What follows belongs to an exercise in optimizing a design on an open flow for small area and a short achievable clock period; a production flow would make more cautious choices.
Only simulation tests tie the RTL to the original design; equivalence was not proved.

==> 03-02 <==
==> flow/design.v <==
`timescale 1ns/1ps
`default_nettype none
module smc_top (
    input  wire         i_clk,
    input  wire         i_reset,
    input  wire         i_in_valid,
    input  wire  [1:0]  i_mode,
    input  wire  [17:0] i_w,
    input  wire  [17:0] i_vgs,
    input  wire  [17:0] i_vds,
    output logic        o_out_valid,
    output logic [7:0]  o_out_n
);
    function automatic [9:0] radd(input [9:0] a, input [9:0] b, input ci);
        logic c;
        c = ci;
        for (int i = 0; i < 10; i++) begin
            radd[i] = a[i] ^ b[i] ^ c;
            c       = (a[i] & b[i]) | (c & (a[i] ^ b[i]));
        end
    endfunction
    function automatic [9:0] cadd(input [9:0] a, input [9:0] b, input ci);
        logic [9:0] lo, h0, h1;
        lo = radd({5'b0, a[4:0]}, {5'b0, b[4:0]}, ci);
        h0 = radd({5'b0, a[9:5]}, {5'b0, b[9:5]}, 1'b0);
        h1 = radd({5'b0, a[9:5]}, {5'b0, b[9:5]}, 1'b1);
        cadd = {lo[5] ? h1[4:0] : h0[4:0], lo[4:0]};
    endfunction
    function automatic [19:0] csa(input [9:0] a, input [9:0] b, input [9:0] c);
        logic [9:0] s, k;
        s = a ^ b ^ c;
        k = (a & b) | (c & (a ^ b));
        csa = {k[8:0], 1'b0, s};
    endfunction
    function automatic ge(input [6:0] a, input [6:0] b);
        logic g;
        g = 1'b1;
        for (int i = 0; i < 7; i++) g = b[i] ? (a[i] & g) : (a[i] | g);
        ge = g;
    endfunction
    function automatic [7:0] div3(input [7:0] x);
        logic r1, r0, n1, n0;
        r1 = 1'b0; r0 = 1'b0;
        for (int i = 7; i >= 0; i--) begin
            div3[i] = r1 | (r0 & x[i]);
            n1 = x[i] ? r1 : r0;
            n0 = x[i] ? ~(r1 | r0) : r1;
            r1 = n1; r0 = n0;
        end
    endfunction
    localparam logic [127:0] G0 = 128'h2a0ef8fafe00000024e40404fc000000;
    localparam logic [127:0] G1 = 128'h360a02fc0000000038f8f8f800000000;
    localparam logic [127:0] G2 = 128'hc40cfc0000000000c000000000000000;
    localparam logic [127:0] G3 = 128'hf8f00000000000000000000000000000;
    localparam logic [127:0] G4 = 128'h00e4f200fcfe000024e40404fc000000;
    localparam logic [127:0] G5 = 128'h36000006000000001212f20202fe0000;
    localparam logic [31:0] T0 = 32'h00243800;
    localparam logic [31:0] T1 = 32'h0038c000;
    localparam logic [31:0] T2 = 32'h00c00000;
    logic [6:0] x [6];
    logic       v0, v1;
    logic [1:0] md0, md1;
    logic [17:0] w0;
    logic [5:0]  g0 [6];
    always_ff @(posedge i_clk) begin
        v0   <= i_in_valid & ~i_reset;
        md0  <= i_mode;
        w0   <= i_w;
    end
    for (genvar d = 0; d < 6; d++) begin : g_dev
        wire [6:0] idx = {i_mode[0], i_vgs[3*d +: 3], i_vds[3*d +: 3]};
        always_ff @(posedge i_clk)
            g0[d] <= {G5[idx], G4[idx], G3[idx], G2[idx], G1[idx], G0[idx]};
        wire [2:0] w  = w0[3*d +: 3];
        wire [4:0] ti = {g0[d][5:4], w};
        wire [6:0] t  = {4'b0, T2[ti], T1[ti], T0[ti]};
        assign x[d] = w * g0[d][3:0] + t;
    end
    logic ahead [6][6];
    always_comb begin
        for (int i = 0; i < 6; i++) begin
            ahead[i][i] = 1'b0;
            for (int j = i + 1; j < 6; j++) begin
                ahead[i][j] = ge(x[i], x[j]) ^ ~md0[1];
                ahead[j][i] = ~ahead[i][j];
            end
        end
    end
    logic [5:0] pos [3];
    for (genvar d = 0; d < 6; d++) begin : g_rank
        logic any1, atl2, atl3;
        always_comb begin
            any1 = 1'b0; atl2 = 1'b0; atl3 = 1'b0;
            for (int j = 0; j < 6; j++) begin
                for (int k = j + 1; k < 6; k++) begin
                    atl2 = atl2 | (ahead[j][d] & ahead[k][d]);
                    for (int l = k + 1; l < 6; l++)
                        atl3 = atl3 | (ahead[j][d] & ahead[k][d] & ahead[l][d]);
                end
                any1 = any1 | ahead[j][d];
            end
        end
        assign pos[0][d] = ~any1;
        assign pos[1][d] = any1 & ~atl2;
        assign pos[2][d] = atl2 & ~atl3;
    end
    logic [6:0] rc [3];
    logic [6:0] r [3];
    logic [6:0] bq [3];
    always_comb begin
        for (int k = 0; k < 3; k++) begin
            rc[k] = '0;
            for (int d = 0; d < 6; d++) rc[k] = rc[k] | (pos[k][d] ? x[d] : 7'd0);
        end
    end
    always_ff @(posedge i_clk) begin
        v1  <= v0 & ~i_reset;
        md1 <= md0;
        for (int k = 0; k < 3; k++) r[k] <= rc[k];
    end
    always_comb begin
        for (int k = 0; k < 3; k++) bq[k] = r[k];
    end
    wire [19:0] s1  = csa({3'b0, bq[0]}, {3'b0, bq[1]}, {3'b0, bq[2]});
    wire [9:0]  sum = radd(s1[9:0], s1[19:10], 1'b0);
    wire [6:0]  hi = md1[1] ? bq[0] : bq[2];
    wire [6:0]  lo = md1[1] ? bq[2] : bq[0];
    wire [19:0] s2 = csa({s1[7:0], 2'b00}, {s1[17:10], 2'b00}, {3'b0, lo});
    wire [19:0] s3 = csa(s2[9:0], s2[19:10], ~{3'b0, hi});
    wire [9:0]  t4 = cadd(s3[9:0], s3[19:10], 1'b1);
    wire [7:0]  y  = md1[0] ? t4[9:2] : sum[7:0];
    always_ff @(posedge i_clk) begin
        o_out_valid <= v1 & ~i_reset;
        o_out_n     <= div3(y);
    end
endmodule
`default_nettype wire
==> flow/flow/run.sh <==
#!/bin/bash
# Standard layout, with the port buffers made from the smallest buffer cell.
export BUFFER_PORTS_ARGS="-buffer_cell sky130_fd_sc_hd__buf_1"
bash standard.sh > standard.log 2>&1
==> flow/standard.sh <==
#!/bin/bash
# synth_recipe.tcl (not shown) runs the flow's synth.tcl, then flattens the netlist and writes it again
# the make line also repeats each setting of config.mk as NAME=value (left out here)
make -C /OpenROAD-flow-scripts/flow DESIGN_CONFIG=/design/flow/config.mk WORK_HOME=/design/flow/orfs CLKGATE_MAP_FILE= SYNTH_SCRIPT=/design/flow/synth_recipe.tcl "${@:-finish}"
==> flow/config.mk <==
export PLATFORM = sky130hd
export DESIGN_NAME = smc_top
export DESIGN_NICKNAME = smc_top
export VERILOG_FILES = /design/flow/design.v
export SDC_FILE = /design/flow/constraint.sdc
export NUM_CORES = 4
export LEC_CHECK = 0
export CAP_MARGIN = 20
export CORE_MARGIN = 2
export CORE_UTILIZATION = 40
export CTS_BUF_LIST = sky130_fd_sc_hd__clkbuf_8 sky130_fd_sc_hd__clkbuf_16
export SLEW_MARGIN = 20
export SYNTH_MEMORY_MAX_BITS = 100000
==> flow/constraint.sdc <==
create_clock -name core_clock -period 25.0 [get_ports {i_clk}]
set_input_delay 5.0000 -clock core_clock [delete_from_list [all_inputs] [get_ports {i_clk}]]
set_output_delay 5.0000 -clock core_clock [all_outputs]
set_load 0.01 [all_outputs]
==> 06-25 (differences from 03-02) <==
==> flow/design.v, changed modules only <==
module smc_top (
    input  wire         i_clk,
    input  wire         i_reset,
    input  wire         i_in_valid,
    input  wire  [1:0]  i_mode,
    input  wire  [17:0] i_w,
    input  wire  [17:0] i_vgs,
    input  wire  [17:0] i_vds,
    output logic        o_out_valid,
    output logic [7:0]  o_out_n
);
    function automatic [9:0] radd(input [9:0] a, input [9:0] b, input ci);
        logic c;
        c = ci;
        for (int i = 0; i < 10; i++) begin
            radd[i] = a[i] ^ b[i] ^ c;
            c       = (a[i] & b[i]) | (c & (a[i] ^ b[i]));
        end
    endfunction
    function automatic [9:0] cadd(input [9:0] a, input [9:0] b, input ci);
        logic [9:0] lo, h0, h1;
        lo = radd({5'b0, a[4:0]}, {5'b0, b[4:0]}, ci);
        h0 = radd({5'b0, a[9:5]}, {5'b0, b[9:5]}, 1'b0);
        h1 = radd({5'b0, a[9:5]}, {5'b0, b[9:5]}, 1'b1);
        cadd = {lo[5] ? h1[4:0] : h0[4:0], lo[4:0]};
    endfunction
    function automatic [19:0] csa(input [9:0] a, input [9:0] b, input [9:0] c);
        logic [9:0] s, k;
        s = a ^ b ^ c;
        k = (a & b) | (c & (a ^ b));
        csa = {k[8:0], 1'b0, s};
    endfunction
    function automatic ge(input [7:0] a, input [7:0] b);
        logic g;
        g = 1'b1;
        for (int i = 0; i < 8; i++) g = b[i] ? (a[i] & g) : (a[i] | g);
        ge = g;
    endfunction
    function automatic [7:0] div3(input [7:0] x);
        logic r1, r0, n1, n0;
        r1 = 1'b0; r0 = 1'b0;
        for (int i = 7; i >= 0; i--) begin
            div3[i] = r1 | (r0 & x[i]);
            n1 = x[i] ? r1 : r0;
            n0 = x[i] ? ~(r1 | r0) : r1;
            r1 = n1; r0 = n0;
        end
    endfunction
    localparam logic [127:0] G0 = 128'h2aea0afa02fe00000000000000000000;
    localparam logic [127:0] G1 = 128'h2a000a00020000002aea0afa02fe0000;
    localparam logic [127:0] G2 = 128'hc4080e02fc000000cc0c0cfcfc000000;
    localparam logic [127:0] G3 = 128'h0af20cfc00000000f0f0f00000000000;
    localparam logic [127:0] G4 = 128'h0cfcf000000000000000000000000000;
    localparam logic [127:0] G5 = 128'hf0000000000000000000000000000000;
    logic [7:0] x [6];
    logic       v0, v1, v2;
    logic [1:0] md0, md1;
    logic [17:0] w0;
    logic [5:0]  g0 [6];
    always_ff @(posedge i_clk) begin
        v0   <= i_in_valid & ~i_reset;
        md0  <= i_mode;
        w0   <= i_w;
    end
    for (genvar d = 0; d < 6; d++) begin : g_dev
        wire [6:0] idx = {i_mode[0], i_vgs[3*d +: 3], i_vds[3*d +: 3]};
        always_ff @(posedge i_clk)
            g0[d] <= {G5[idx], G4[idx], G3[idx], G2[idx], G1[idx], G0[idx]};
        assign x[d] = w0[3*d +: 3] * g0[d];
    end
    logic above [6][6];
    always_comb begin
        for (int i = 0; i < 6; i++) begin
            above[i][i] = 1'b0;
            for (int j = i + 1; j < 6; j++) begin
                above[i][j] = ge(x[i], x[j]);
                above[j][i] = ~above[i][j];
            end
        end
    end
    logic [5:0] pos [3];
    for (genvar d = 0; d < 6; d++) begin : g_rank
        wire [4:0] a;
        for (genvar j = 0; j < 5; j++) begin : g_a
            assign a[j] = above[j < d ? j : j + 1][d];
        end
        wire s1 = a[0] ^ a[1] ^ a[2];
        wire c1 = (a[0] & a[1]) | (a[2] & (a[0] ^ a[1]));
        wire s0 = a[3] ^ a[4] ^ s1;
        wire c2 = (a[3] & a[4]) | (s1 & (a[3] ^ a[4]));
        wire n0 = ~s0 & ~c1 & ~c2;           
        wire n1 =  s0 & ~c1 & ~c2;           
        wire n2 = ~s0 & (c1 ^ c2);           
        wire n3 =  s0 & (c1 ^ c2);           
        wire n4 = ~s0 & c1 & c2;             
        wire n5 =  s0 & c1 & c2;             
        assign pos[0][d] = md0[1] ? n0 : n5;
        assign pos[1][d] = md0[1] ? n1 : n4;
        assign pos[2][d] = md0[1] ? n2 : n3;
    end
    logic [7:0] rc [3];
    logic [7:0] r [3];
    logic [7:0] bq [3];
    always_comb begin
        for (int k = 0; k < 3; k++) begin
            rc[k] = '0;
            for (int d = 0; d < 6; d++) rc[k] = rc[k] | (pos[k][d] ? x[d] : 8'd0);
        end
    end
    always_ff @(posedge i_clk) begin
        v1  <= v0 & ~i_reset;
        md1 <= md0;
        for (int k = 0; k < 3; k++) r[k] <= rc[k];
    end
    always_comb begin
        for (int k = 0; k < 3; k++) bq[k] = div3(r[k]);
    end
    wire [19:0] s1  = csa({2'b0, bq[0]}, {2'b0, bq[1]}, {2'b0, bq[2]});
    wire [9:0]  sum = cadd(s1[9:0], s1[19:10], 1'b0);
    wire [7:0]  hi = md1[1] ? bq[0] : bq[2];
    wire [7:0]  lo = md1[1] ? bq[2] : bq[0];
    wire [9:0]  dif = radd({2'b0, hi}, ~{2'b0, lo}, 1'b1);
    logic [7:0] s2r;
    logic [6:0] d2r;
    logic       m2;
    always_ff @(posedge i_clk) begin
        v2  <= v1 & ~i_reset;
        m2  <= md1[0];
        s2r <= sum[7:0];
        d2r <= dif[6:0];
    end
    wire [9:0]  t4 = cadd({s2r, 2'b00}, ~{3'b0, d2r}, 1'b1);
    wire [7:0]  y  = m2 ? t4[9:2] : s2r;
    always_ff @(posedge i_clk) begin
        o_out_valid <= v2 & ~i_reset;
        o_out_n     <= div3(y);
    end
endmodule
==> flow/flow/run.sh (replaced) <==
#!/bin/bash
# Standard layout, with the port buffers made from the smallest buffer cell
# and repair_design's early gate sizing keeping each driver's load within
# a fixed multiple of its input capacitance.
export BUFFER_PORTS_ARGS="-buffer_cell sky130_fd_sc_hd__buf_1"
export EARLY_SIZING_CAP_RATIO=4
bash standard.sh > standard.log 2>&1
Settings changed: ABC_AREA set to 1, CORE_UTILIZATION 40 to 30, SLEW_MARGIN 20 to 40.
==> 09-18 (differences from 03-02) <==
==> flow/design.v, changed modules only <==
module smc_top (
    input  wire         i_clk,
    input  wire         i_reset,
    input  wire         i_in_valid,
    input  wire  [1:0]  i_mode,
    input  wire  [17:0] i_w,
    input  wire  [17:0] i_vgs,
    input  wire  [17:0] i_vds,
    output logic        o_out_valid,
    output logic [7:0]  o_out_n
);
    function automatic [9:0] radd(input [9:0] a, input [9:0] b, input ci);
        logic c;
        c = ci;
        for (int i = 0; i < 10; i++) begin
            radd[i] = a[i] ^ b[i] ^ c;
            c       = (a[i] & b[i]) | (c & (a[i] ^ b[i]));
        end
    endfunction
    function automatic [9:0] cadd(input [9:0] a, input [9:0] b, input ci);
        logic [9:0] lo, h0, h1;
        lo = radd({5'b0, a[4:0]}, {5'b0, b[4:0]}, ci);
        h0 = radd({5'b0, a[9:5]}, {5'b0, b[9:5]}, 1'b0);
        h1 = radd({5'b0, a[9:5]}, {5'b0, b[9:5]}, 1'b1);
        cadd = {lo[5] ? h1[4:0] : h0[4:0], lo[4:0]};
    endfunction
    function automatic [19:0] csa(input [9:0] a, input [9:0] b, input [9:0] c);
        logic [9:0] s, k;
        s = a ^ b ^ c;
        k = (a & b) | (c & (a ^ b));
        csa = {k[8:0], 1'b0, s};
    endfunction
    function automatic ge(input [7:0] a, input [7:0] b);
        logic g;
        g = 1'b1;
        for (int i = 0; i < 8; i++) g = b[i] ? (a[i] & g) : (a[i] | g);
        ge = g;
    endfunction
    function automatic [7:0] div3(input [7:0] x);
        logic r1, r0, n1, n0;
        r1 = 1'b0; r0 = 1'b0;
        for (int i = 7; i >= 0; i--) begin
            div3[i] = r1 | (r0 & x[i]);
            n1 = x[i] ? r1 : r0;
            n0 = x[i] ? ~(r1 | r0) : r1;
            r1 = n1; r0 = n0;
        end
    endfunction
    localparam logic [127:0] G0 = 128'h2aea0afa02fe00000000000000000000;
    localparam logic [127:0] G1 = 128'h2a000a00020000002aea0afa02fe0000;
    localparam logic [127:0] G2 = 128'hc4080e02fc000000cc0c0cfcfc000000;
    localparam logic [127:0] G3 = 128'h0af20cfc00000000f0f0f00000000000;
    localparam logic [127:0] G4 = 128'h0cfcf000000000000000000000000000;
    localparam logic [127:0] G5 = 128'hf0000000000000000000000000000000;
    logic [7:0] x [6];
    logic       v0, v1, v2;
    logic [1:0] md0, md1;
    logic [17:0] w0;
    logic [5:0]  g0 [6];
    always_ff @(posedge i_clk) begin
        v0   <= i_in_valid & ~i_reset;
        md0  <= i_mode;
        w0   <= i_w;
    end
    for (genvar d = 0; d < 6; d++) begin : g_dev
        wire [6:0] idx = {i_mode[0], i_vgs[3*d +: 3], i_vds[3*d +: 3]};
        always_ff @(posedge i_clk)
            g0[d] <= {G5[idx], G4[idx], G3[idx], G2[idx], G1[idx], G0[idx]};
        assign x[d] = w0[3*d +: 3] * g0[d];
    end
    logic ahead [6][6];
    always_comb begin
        for (int i = 0; i < 6; i++) begin
            ahead[i][i] = 1'b0;
            for (int j = i + 1; j < 6; j++) begin
                ahead[i][j] = ge(x[i], x[j]) ^ ~md0[1];
                ahead[j][i] = ~ahead[i][j];
            end
        end
    end
    logic [5:0] pos [3];
    for (genvar d = 0; d < 6; d++) begin : g_rank
        logic any1, atl2, atl3;
        always_comb begin
            any1 = 1'b0; atl2 = 1'b0; atl3 = 1'b0;
            for (int j = 0; j < 6; j++) begin
                for (int k = j + 1; k < 6; k++) begin
                    atl2 = atl2 | (ahead[j][d] & ahead[k][d]);
                    for (int l = k + 1; l < 6; l++)
                        atl3 = atl3 | (ahead[j][d] & ahead[k][d] & ahead[l][d]);
                end
                any1 = any1 | ahead[j][d];
            end
        end
        assign pos[0][d] = ~any1;
        assign pos[1][d] = any1 & ~atl2;
        assign pos[2][d] = atl2 & ~atl3;
    end
    logic [7:0] rc [3];
    logic [7:0] r [3];
    logic [7:0] bq [3];
    always_comb begin
        for (int k = 0; k < 3; k++) begin
            rc[k] = '0;
            for (int d = 0; d < 6; d++) rc[k] = rc[k] | (pos[k][d] ? x[d] : 8'd0);
        end
    end
    always_ff @(posedge i_clk) begin
        v1  <= v0 & ~i_reset;
        md1 <= md0;
        for (int k = 0; k < 3; k++) r[k] <= rc[k];
    end
    always_comb begin
        for (int k = 0; k < 3; k++) bq[k] = div3(r[k]);
    end
    wire [19:0] s1  = csa({2'b0, bq[0]}, {2'b0, bq[1]}, {2'b0, bq[2]});
    wire [9:0]  sum = cadd(s1[9:0], s1[19:10], 1'b0);
    wire [7:0]  hi = md1[1] ? bq[0] : bq[2];
    wire [7:0]  lo = md1[1] ? bq[2] : bq[0];
    wire [9:0]  dif = radd({2'b0, hi}, ~{2'b0, lo}, 1'b1);
    logic [7:0] s2r;
    logic [6:0] d2r;
    logic       m2;
    always_ff @(posedge i_clk) begin
        v2  <= v1 & ~i_reset;
        m2  <= md1[0];
        s2r <= sum[7:0];
        d2r <= dif[6:0];
    end
    wire [9:0]  t4 = cadd({s2r, 2'b00}, ~{3'b0, d2r}, 1'b1);
    wire [7:0]  y  = m2 ? t4[9:2] : s2r;
    always_ff @(posedge i_clk) begin
        o_out_valid <= v2 & ~i_reset;
        o_out_n     <= div3(y);
    end
endmodule
Settings changed: SLEW_MARGIN 20 to 60.
==> notes <==
Register-to-register slack, lowest first: 03-02, 06-25, 09-18. Wire length, highest first: 09-18, 03-02, 06-25. Cell count, lowest first: 03-02, 09-18, 06-25. Sequential share of layout area: 03-02 < 09-18 < 06-25. Fmax, lowest first: 03-02, 06-25, 09-18.

-- afterwards: timing with drivers on the ports --
Ports are ideal in the flow. The routed layouts listed here were re-timed in OpenROAD.
Step 1, drivers: a clkbuf_16 drives i_clk and a buf_2 each remaining input, both assumed.
Step 2, shift: input delay + t, output delay - t, t = (earliest + latest rising clock arrival at the registers) / 2. This alone moves slack from input paths to output paths.
a / b / c = ideal / step 1 / step 2; a / b = the first two.
run	t (ns)	setup WS [ns]	worst hold slack (ns)	slew at the worst register clock pin (ns)	worst slew at a driven data input, ns
03-02	0.419	18.638 / 18.638 / 18.272	0.333 / 0.333 / 0.333	0.08 / 0.08	0.04
06-25	0.420	18.984 / 18.995 / 18.593	0.329 / 0.329 / 0.329	0.09 / 0.09	0.04
09-18	0.420	19.106 / 19.126 / 18.711	0.343 / 0.343 / 0.343	0.08 / 0.08	0.04
After both steps setup and hold are still met in every run listed. For 09-18, which loses most, drivers alone change the setup slack by +0.020 ns; drivers and shift together by -0.395 ns.
